Context: an optimization exercise on an open-source flow, tuned for small area, a short achievable clock period and few clock cycles. The choices shown serve that exercise and are no tape-out recipe. The RTL was checked by simulation tests, not by an equivalence proof against the original design. Power figures rest on the tool's default switching activity, not on a simulated workload.

==> flow/design.v (excerpt) <==
module ps2_keyboard_to_hid_report #(
   parameter int KEY_MAP_BITS = ps2kb_pkg::KEY_MAP_BITS_DEF,
   parameter int REPORT_SLOTS = ps2kb_pkg::REPORT_SLOTS_DEF
) (
   input  wire logic                          clock,
   input  wire logic                          reset,
   input  wire logic                          req_tvalid,
   output logic                               req_tready,
   input  wire logic                          req_tuser,   
   input  wire logic [7:0]                    req_tdata,   
   output logic                               rsp_tvalid,
   input  wire logic                          rsp_tready,
   output logic [ps2kb_pkg::RSP_DATA_W-1:0]   rsp_tdata,
   input  wire logic                          csr_valid,
   output logic                               csr_ready,
   input  wire logic [9:0]                    csr_data     
);
clock: 8.0 ns
lec_check: 0
cap_margin: 20
core_margin: 2
core_utilization: 40
place_density: 0.6
setup_slack_margin: 5.0
slew_margin: 20
run.sh (not shown) runs the stock make flow with config.mk's settings and CLKGATE_MAP_FILE= SYNTH_SCRIPT=/design/flow/synth_recipe.tcl, a recipe that flattens the netlist after the stock synthesis.
The starting point ran to the end with no violations.
Testbench counts at the start, summed over its fixed seeds: cycles 6,924.
Rerun with:
==> flow/flow/run.sh (new file) <==
#!/bin/bash
# The standard layout (the standard.sh, all steps), with one change to how it is made:
# the buffers that placement puts on every input and output port are buf_2 cells instead of
# the cell buffer_ports picks by default (a slow clkdlybuf4s50_1).
set -euo pipefail
printf '\nexport BUFFER_PORTS_ARGS = -buffer_cell sky130_fd_sc_hd__buf_2\n' >> config.mk
bash standard.sh > standard.log 2>&1
==> flow/standard.sh (new file) <==
#!/bin/bash
# synth_recipe.tcl (not shown) runs the flow's synth.tcl, then flattens the netlist and writes it again
# the make line also repeats each setting of config.mk as NAME=value (left out here)
make -C /OpenROAD-flow-scripts/flow DESIGN_CONFIG=/design/flow/config.mk WORK_HOME=/design/flow/orfs CLKGATE_MAP_FILE= SYNTH_SCRIPT=/design/flow/synth_recipe.tcl "${@:-finish}"
BUFFER_PORTS_ARGS = -buffer_cell sky130_fd_sc_hd__buf_2   (was not set)
removed: flow/run.sh
Final cell count fell by a few percent.
Synthesized cell count is unchanged.
Maximum frequency hardly moves.
Via count fell by a few percent.
Global-route usage fell by 1.1 points.
Clock skew hardly moves.
Sequential cell count is unchanged.
Rerun with:
==> flow/run.sh (new file) <==
#!/bin/bash
# synth_recipe.tcl (not shown) runs the flow's synth.tcl, then flattens the netlist and writes it again
# the make line also repeats each setting of config.mk as NAME=value (left out here)
make -C /OpenROAD-flow-scripts/flow DESIGN_CONFIG=/design/flow/config.mk WORK_HOME=/design/flow/orfs CLKGATE_MAP_FILE= SYNTH_SCRIPT=/design/flow/synth_recipe.tcl finish
BUFFER_PORTS_ARGS = not set   (was -buffer_cell sky130_fd_sc_hd__buf_2)
CTS_BUF_LIST = sky130_fd_sc_hd__clkbuf_8   (was not set)
removed: flow/flow/run.sh
removed: flow/standard.sh
Effect: The new run produced a clean layout. Routed wire length increases by a few percent. Worst setup slack hardly moves. Synthesized cell count is unchanged. Final area went up by a few percent.

========
ps2_keyboard_to_hid_report, a different RTL version from the one above (not shown whole).
For scale: ~1,300 cells after synthesis, ~13,000 sq um of cells after synthesis.
export LEC_CHECK = 0
export CAP_MARGIN = 20
export CORE_MARGIN = 2
export CORE_UTILIZATION = 45
export CTS_BUF_LIST = sky130_fd_sc_hd__clkbuf_4 sky130_fd_sc_hd__clkbuf_8
export CTS_CLUSTER_DIAMETER = 50
export CTS_CLUSTER_SIZE = 20
export PLACE_DENSITY = 0.65
export SETUP_SLACK_MARGIN = 5.0
export SLEW_MARGIN = 20
export BUFFER_PORTS_ARGS = -buffer_cell sky130_fd_sc_hd__buf_2
create_clock -name core_clock -period 8.0 [get_ports {clock}]
standard.sh (not shown) runs the stock make flow with config.mk's settings and CLKGATE_MAP_FILE= SYNTH_SCRIPT=/design/flow/synth_recipe.tcl, a recipe that flattens the netlist after the stock synthesis.
==> flow/flow/run.sh <==
#!/bin/bash
# The standard layout (the standard.sh, all steps), with one change to how it is made:
# the buffers that placement puts on every input and output port are buf_2 cells instead of
# the cell buffer_ports picks by default (a slow clkdlybuf4s50_1).
set -euo pipefail
printf '\nexport BUFFER_PORTS_ARGS = -buffer_cell sky130_fd_sc_hd__buf_2\n' >> config.mk
bash standard.sh > standard.log 2>&1
Testbench counts at the start, summed over its fixed seeds: cycles 6,924.
Rerun with:
- CORE_UTILIZATION: 45 -> 40
- PLACE_DENSITY: 0.65 -> 0.6
- TNS_END_PERCENT: unset -> 10
=> Die area increases by roughly a tenth. Sequential power is about the same. Cell count increases by a few percent. Clock power decreases by roughly a tenth. Wire length decreases slightly. Sequential cell count does not change. Setup slack got worse by 190 ps. First-iteration DRC count increases by a few percent. Area after synthesis is unchanged. Global-route usage decreases by 2.6 points. Utilization decreases by 6.7 points.

========
ps2_keyboard_to_hid_report again, from the RTL that the note above started with.
Settings: LEC_CHECK=0, CAP_MARGIN=20, CORE_MARGIN=2, CORE_UTILIZATION=40, CTS_BUF_LIST=sky130_fd_sc_hd__clkbuf_4 sky130_fd_sc_hd__clkbuf_8, CTS_CLUSTER_DIAMETER=50, CTS_CLUSTER_SIZE=20, PLACE_DENSITY=0.6, SETUP_SLACK_MARGIN=5.0, SLEW_MARGIN=20, TNS_END_PERCENT=0, BUFFER_PORTS_ARGS=-buffer_cell sky130_fd_sc_hd__buf_2; clock period 8.0 ns.
Scripts as last shown in full above: flow/flow/run.sh
Testbench counts at the start, summed over its fixed seeds: cycles 6,924.
Next try:
--- a/flow/config.mk
+++ b/flow/config.mk
@@ -11,3 +10,0 @@
-export CTS_BUF_LIST = sky130_fd_sc_hd__clkbuf_4 sky130_fd_sc_hd__clkbuf_8
-export CTS_CLUSTER_DIAMETER = 50
-export CTS_CLUSTER_SIZE = 20
@@ -17 +13,0 @@
-export TNS_END_PERCENT = 0
Outcome: Hold slack gets better by 22 ps; power rises by a little under a tenth; count of clock-buffer cells in the layout rises by 7; die area does not change; routed wire length rises slightly; register-to-register slack gets better by 130 ps; via count rises slightly; synthesized area is unchanged; flip-flop and latch count is unchanged; combinational power rises by a little under a tenth.
Next try:
--- a/flow/config.mk
+++ b/flow/config.mk
@@ -10,0 +11,3 @@
+export CTS_BUF_LIST = sky130_fd_sc_hd__clkbuf_4 sky130_fd_sc_hd__clkbuf_8
+export CTS_CLUSTER_DIAMETER = 50
+export CTS_CLUSTER_SIZE = 20
Result: Final area is lower slightly; die area does not change; via count hardly moves; count of clock-buffer cells in the layout is lower by 7; sequential power hardly moves; synthesized area is unchanged; utilization is lower by 0.45 points; worst setup slack gets better by 51 ps; global-route usage is about the same; non-clock buffer count is lower by 7.
Next try:
==> flow/flow/run.sh (replaced) <==
#!/bin/bash
# The standard layout (the standard.sh, all steps), with one change to how it is made:
# the buffers that placement puts on every input and output port are buf_1 cells instead of
# the cell buffer_ports picks by default (a slow clkdlybuf4s50_1).
set -euo pipefail
printf '\nexport BUFFER_PORTS_ARGS = -buffer_cell sky130_fd_sc_hd__buf_1\n' >> config.mk
bash standard.sh > standard.log 2>&1
--- a/flow/config.mk
+++ b/flow/config.mk
@@ -18 +18 @@
-export BUFFER_PORTS_ARGS = -buffer_cell sky130_fd_sc_hd__buf_2
+export BUFFER_PORTS_ARGS = -buffer_cell sky130_fd_sc_hd__buf_1
Result: Clock-buffer cell count does not change; routed wire length rose slightly; cell area falls slightly; worst hold slack is worse by 36 ps; via count went down slightly; core utilization decreases by 0.24 points; worst setup slack gets worse by 41 ps; power goes up slightly; sequential share of layout area rose by 0.21 points; synthesized area does not change.

========
ps2_keyboard_to_hid_report again, from the RTL that the note above started with.
==> flow/design.v (excerpt) <==
module ps2_keyboard_to_hid_report #(
   parameter int KEY_MAP_BITS = ps2kb_pkg::KEY_MAP_BITS_DEF,
   parameter int REPORT_SLOTS = ps2kb_pkg::REPORT_SLOTS_DEF
) (
   input  wire logic                          clock,
   input  wire logic                          reset,
   input  wire logic                          req_tvalid,
   output logic                               req_tready,
   input  wire logic                          req_tuser,   
   input  wire logic [7:0]                    req_tdata,   
   output logic                               rsp_tvalid,
   input  wire logic                          rsp_tready,
   output logic [ps2kb_pkg::RSP_DATA_W-1:0]   rsp_tdata,
   input  wire logic                          csr_valid,
   output logic                               csr_ready,
   input  wire logic [9:0]                    csr_data     
);
==> flow/config.mk <==
export PLATFORM = sky130hd
export DESIGN_NAME = ps2_keyboard_to_hid_report
export DESIGN_NICKNAME = ps2_keyboard_to_hid_report
export VERILOG_FILES = /design/flow/design.v
export SDC_FILE = /design/flow/constraint.sdc
export NUM_CORES = 4
export LEC_CHECK = 0
export CAP_MARGIN = 20
export CORE_MARGIN = 2
export CORE_UTILIZATION = 35
export CTS_BUF_LIST = sky130_fd_sc_hd__clkbuf_4 sky130_fd_sc_hd__clkbuf_8
export CTS_CLUSTER_DIAMETER = 50
export CTS_CLUSTER_SIZE = 20
export PLACE_DENSITY = 0.55
export SETUP_SLACK_MARGIN = 5.0
export SLEW_MARGIN = 20

export BUFFER_PORTS_ARGS = -buffer_cell sky130_fd_sc_hd__buf_2
==> flow/constraint.sdc <==
create_clock -name core_clock -period 8.0 [get_ports {clock}]
set_input_delay 1.6000 -clock core_clock [delete_from_list [all_inputs] [get_ports {clock}]]
set_output_delay 1.6000 -clock core_clock [all_outputs]
set_load 0.01 [all_outputs]
==> flow/flow/run.sh <==
#!/bin/bash
# The standard layout (the standard.sh, all steps), with one change to how it is made:
# the buffers that placement puts on every input and output port are buf_2 cells instead of
# the cell buffer_ports picks by default (a slow clkdlybuf4s50_1).
set -euo pipefail
printf '\nexport BUFFER_PORTS_ARGS = -buffer_cell sky130_fd_sc_hd__buf_2\n' >> config.mk
bash standard.sh > standard.log 2>&1
The first run completed without violations.
Testbench counts at the start, summed over its fixed seeds: cycles 6,924.
Rerun with:
==> flow/flow/run.sh (replaced) <==
#!/bin/bash
set -euo pipefail
printf '\nexport BUFFER_PORTS_ARGS = -buffer_cell sky130_fd_sc_hd__buf_2\nexport SETUP_SLACK_MARGIN = 5.15\n' >> config.mk
bash standard.sh > standard.log 2>&1
CORE_UTILIZATION = 40   (was 35)
PLACE_DENSITY = 0.6   (was 0.55)
SETUP_SLACK_MARGIN = 5.15   (was 5.0)
Wire length falls by 1.0%.
Power rises by 1.7%.
Sequential share of layout area falls by 1.2 points.
Fmax rises by 2.9%.
Final cell count rises by 1.3%.

what the ideal ports hide:
How much do the figures lean on ideal ports? The routed layouts below were timed once more, with nothing changed but the port constraints.
Step 1 sets driving cells, clkbuf_16 on the clock port and buf_2 on the other inputs (assumed; they add their load-dependent delay and slew).
Step 2 also shifts input and output timing later by t, the mid clock arrival at the registers, as if the neighbouring blocks saw the same clock.
Three values: no drivers, after step 1, after step 2; two values: the first two.
run	t (ns)	setup slack, ns	worst setup path at the end	latest minus earliest clock arrival (ns)	worst slew at a driven data input, ns
the first run of note 1	0.565	5.029 / 5.016 / 4.477	input to register	0.011 / 0.012	0.04
the second run of note 1	0.574	5.025 / 5.027 / 4.453	input to register	0.012 / 0.012	0.05
the third run of note 1	0.587	5.027 / 5.009 / 4.501	input to register	0.045 / 0.045	0.04
the first run of note 2	0.613	5.030 / 5.030 / 4.589	input to register	0.041 / 0.041	0.05
the second run of note 2	0.629	4.837 / 4.837 / 4.350	input to register	0.050 / 0.051	0.04
the first run of note 3	0.629	4.874 / 4.874 / 4.438	input to register	0.050 / 0.051	0.04
the second run of note 3	0.581	5.008 / 5.008 / 4.626	input to register	0.025 / 0.025	0.04
the third run of note 3	0.634	5.059 / 5.019 / 4.625	input to register	0.051 / 0.052	0.04
the fourth run of note 3	0.621	5.018 / 5.018 / 4.642	input to register	0.081 / 0.082	0.05
the first run of note 4	0.658	5.052 / 5.004 / 4.506	input to register	0.054 / 0.054	0.04
the second run of note 4	0.623	5.136 / 5.105 / 4.650	input to register	0.067 / 0.067	0.05
After both steps setup and hold are still met in every run listed. The setup slack of the second run of note 1, which loses most, moves by +0.002 ns with the drivers and by -0.572 ns with both steps.
